What follows belongs to an exercise in optimizing a design on an open flow for a short achievable clock period and few clock cycles; a production flow would make more cautious choices.
Only simulation tests tie the RTL to the original design; equivalence was not proved.
Power figures rest on the tool's default switching activity, not on a simulated workload.

Setup of main:
## cpu_pipeline
module cpu_pipeline (
  input  logic                     clk,
  input  logic                     rst,
  input  logic                     instr_mem_resp,
  input  rv32i_isa_pkg::rv32i_word instr_mem_rdata,
  input  logic                     data_mem_resp,
  input  rv32i_isa_pkg::rv32i_word data_mem_rdata,
  output logic                     instr_read,
  output rv32i_isa_pkg::rv32i_word instr_mem_address,
  output logic                     data_read,
  output logic                     data_write,
  output rv32i_isa_pkg::byte_mask  data_mbe,
  output rv32i_isa_pkg::rv32i_word data_mem_address,
  output rv32i_isa_pkg::rv32i_word data_mem_wdata
);
  localparam int QD = 4;   
  logic [29:0] pc;           
  logic [29:0] pc_ao;        
  logic        fetch_on;     
  logic [31:0] q [0:QD-1];   
  logic        d_valid;      
  logic [31:0] d_instr;
  logic [31:1] d_oh1;        
  logic [31:1] d_oh2;
  logic        x_valid;
  logic [4:0]  x_rs1, x_rs2, x_rd;
  logic        x_uses1, x_op, x_ld, x_st, x_wr;
  logic [31:0] x_r1, x_r2;   
  logic [31:0] x_b;          
  logic        x_arith;
  logic        x_sel_add, x_sel_sub, x_sel_sll, x_sel_sr, x_sel_slt, x_sel_sltu;
  logic        x_sel_xor, x_sel_or, x_sel_and, x_sel_lui;
  logic        e_wr;         
  logic        e_load;
  logic        e_store;
  logic [4:0]  e_rd;
  logic [31:0] e_a;          
  logic [31:0] e_bx;         
  logic        e_sub;
  logic [31:0] e_sd;         
  logic        e_fsd_ld;     
  logic        e_fsd;        
  logic        e_arith;      
  logic        e_sel_add, e_sel_sll, e_sel_sr, e_sel_slt, e_sel_sltu;
  logic        e_sel_xor, e_sel_or, e_sel_and, e_sel_lui;
  logic        m_rdreq;
  logic        m_wrreq;
  logic        m_acc;        
  logic        m_wr;
  logic        m_load;
  logic [4:0]  m_rd;
  logic [31:0] m_res;        
  logic [31:0] m_sd;
  logic [29:0] pc_out;       
  logic        w_wr;
  logic [4:0]  w_rd;
  logic [31:0] w_res;
  logic        w2_wr;
  logic [4:0]  w2_rd;
  logic [31:0] w2_res;
  logic [31:0] rf [1:32-1];
  logic        rst_q;
  assign instr_read        = fetch_on;
  assign instr_mem_address = {pc_out, 2'b00};
  assign data_read         = m_rdreq;
  assign data_write        = m_wrreq;
  assign data_mbe          = {4{m_acc}};
  assign data_mem_address  = {m_res[31:2], 2'b00};
  assign data_mem_wdata    = m_sd;
  logic m_stall;     
  ...
Size: ~1700 flip-flops, ~170 I/O pins.
clock: 6.5 ns
lec_check: 0
abc_area: 1
cap_margin: 20
core_margin: 2
core_utilization: 40
setup_slack_margin: 4.2
slew_margin: 20
run.sh (not shown) runs the stock make flow with config.mk's settings and CLKGATE_MAP_FILE= SYNTH_SCRIPT=/design/flow/synth_recipe.tcl, a recipe that flattens the netlist after the stock synthesis.
Nothing crashed in main and all stages finished; the problem is that the final layout failed, the offending checks being max-capacitance violations, max-slew violations.
Testbench counts of main, summed over its fixed seeds: cycles 33,769.
diff inputs: main => the feature branch
--- a/flow/design.v
+++ b/flow/design.v
@@ -158,14 +158,15 @@
   logic        x_sel_add, x_sel_sub, x_sel_sll, x_sel_sr, x_sel_slt, x_sel_sltu;
   logic        x_sel_xor, x_sel_or, x_sel_and, x_sel_lui;
   logic        e_wr;         
   logic        e_load;
   logic        e_store;
   logic [4:0]  e_rd;
   logic [31:0] e_a;          
+  logic [31:0] e_b;          
   logic [31:0] e_bx;         
   logic        e_sub;
   logic [31:0] e_sd;         
   logic        e_fsd_ld;     
   logic        e_fsd;        
   logic        e_arith;      
   logic        e_sel_add, e_sel_sll, e_sel_sr, e_sel_slt, e_sel_sltu;
@@ -351,28 +352,28 @@
         d_oh2[i] <= d_src[24:20] == 5'(i);
       end
     end
   end
   logic [31:0] sum, shl, shr, res_o, res;
   logic        lt_low, sgn_ne, slt, sltu;
   ks_add32 u_add (.a(e_a), .b(e_bx), .cin(e_sub), .sum(sum));
-  lt_cmp31 u_lt (.a(e_a[30:0]), .b(e_bx[30:0]), .lt(lt_low));
-  assign sgn_ne = e_a[31] ^ e_bx[31];
+  lt_cmp31 u_lt (.a(e_a[30:0]), .b(e_b[30:0]), .lt(lt_low));
+  assign sgn_ne = e_a[31] ^ e_b[31];
   assign slt    = sgn_ne ? e_a[31] : lt_low;
-  assign sltu   = sgn_ne ? e_bx[31] : lt_low;
-  assign shl    = e_a << e_bx[4:0];
-  assign shr    = 32'($signed({e_arith & e_a[31], e_a}) >>> e_bx[4:0]);
+  assign sltu   = sgn_ne ? e_b[31] : lt_low;
+  assign shl    = e_a << e_b[4:0];
+  assign shr    = 32'($signed({e_arith & e_a[31], e_a}) >>> e_b[4:0]);
   assign res_o = ({32{e_sel_sll}}  & shl) |
                  ({32{e_sel_sr}}   & shr) |
                  ({32{e_sel_slt}}  & {31'd0, slt}) |
                  ({32{e_sel_sltu}} & {31'd0, sltu}) |
-                 ({32{e_sel_xor}}  & (e_a ^ e_bx)) |
-                 ({32{e_sel_or}}   & (e_a | e_bx)) |
-                 ({32{e_sel_and}}  & (e_a & e_bx)) |
-                 ({32{e_sel_lui}}  & e_bx);
+                 ({32{e_sel_xor}}  & (e_a ^ e_b)) |
+                 ({32{e_sel_or}}   & (e_a | e_b)) |
+                 ({32{e_sel_and}}  & (e_a & e_b)) |
+                 ({32{e_sel_lui}}  & e_b);
   assign res = ({32{e_sel_add}} & sum) | res_o;
   function automatic logic [31:0] byp(logic hit, logic [31:0] other);
     byp = ({32{hit & e_sel_add}} & sum) | (hit ? res_o : other);
   endfunction
   always_ff @(posedge clk) begin
     if (rst) begin
       e_wr    <= 1'b0;
@@ -384,14 +385,15 @@
       e_store <= x_valid && x_st && !load_stall;
     end
   end
   always_ff @(posedge clk) begin
     if (!m_stall) begin
       e_rd       <= x_rd;
       e_a        <= byp(e_hit1, v1);
+      e_b        <= byp(e_hit2 && x_op, vb);
       e_bx       <= byp(e_hit2 && x_op, vb) ^ {32{x_sel_sub}};
       e_sub      <= x_sel_sub;
       e_sd       <= v2;
       e_fsd      <= e_hit2 && !e_load;
       e_fsd_ld   <= e_hit2 && e_load;
       e_arith    <= x_arith;
       e_sel_add  <= x_sel_add || x_sel_sub;
--- outcome ---
Delta (the feature branch minus main): flip-flop and latch count saw an increase; register bit total from synthesis saw an increase; starting utilization of the core area saw little to no change; number of gates resized after CTS saw an increase; die area saw an increase.
Looking only at worst hold slack, and setting everything else aside, the lower value of the feature branch and main goes to main.
Looking at share of total power in the clock network, the feature branch sits above main.
Relative to main, the internal power summed over all cells of the feature branch is higher by 2.1%.
Mux share of post-synthesis cell area essentially unchanged between the feature branch and main.
Diff the feature branch..main | met3 usage | negligible
The feature branch ends up with a final clock period utilization by the worst path that is 1.0 points lower than in main.
Diff the feature branch and main: initial DRC count higher in main
The feature branch went all the way through the flow, and no timing, DRC or antenna check failed.
Testbench counts of the feature branch, summed over its fixed seeds: cycles 33,769.

==> afterwards: timing with drivers on the ports <==
In the flow no input, the clock included, has a driving cell. The finished layouts below were timed again as built, in two steps. Step 1 (the two cells are an assumption about what drives the block):
set clk [get_ports {clk}]
set_driving_cell -lib_cell sky130_fd_sc_hd__clkbuf_16 $clk
set_driving_cell -lib_cell sky130_fd_sc_hd__buf_2 [delete_from_list [all_inputs] $clk]
Step 2 adds t to the input delays and takes it off the output delays; t is the mean of the earliest and latest rising clock arrival at the registers after step 1. Input paths then give back, and output paths get back, about the clock's delay inside the block. Three values: ideal, step 1, step 2; two values: the first two.
run | shift t [ns] | setup WS [ns] | worst data-port slew with drivers (ns) | pins driven straight from the clock port
main | 0.943 | 3.084 / 3.084 / 2.503 | 0.08 | 1
the feature branch | 0.990 | 3.150 / 3.150 / 2.526 | 0.29 | 1
For the feature branch, which loses most, drivers alone change the setup slack by 0.000 ns; drivers and shift together by -0.624 ns.
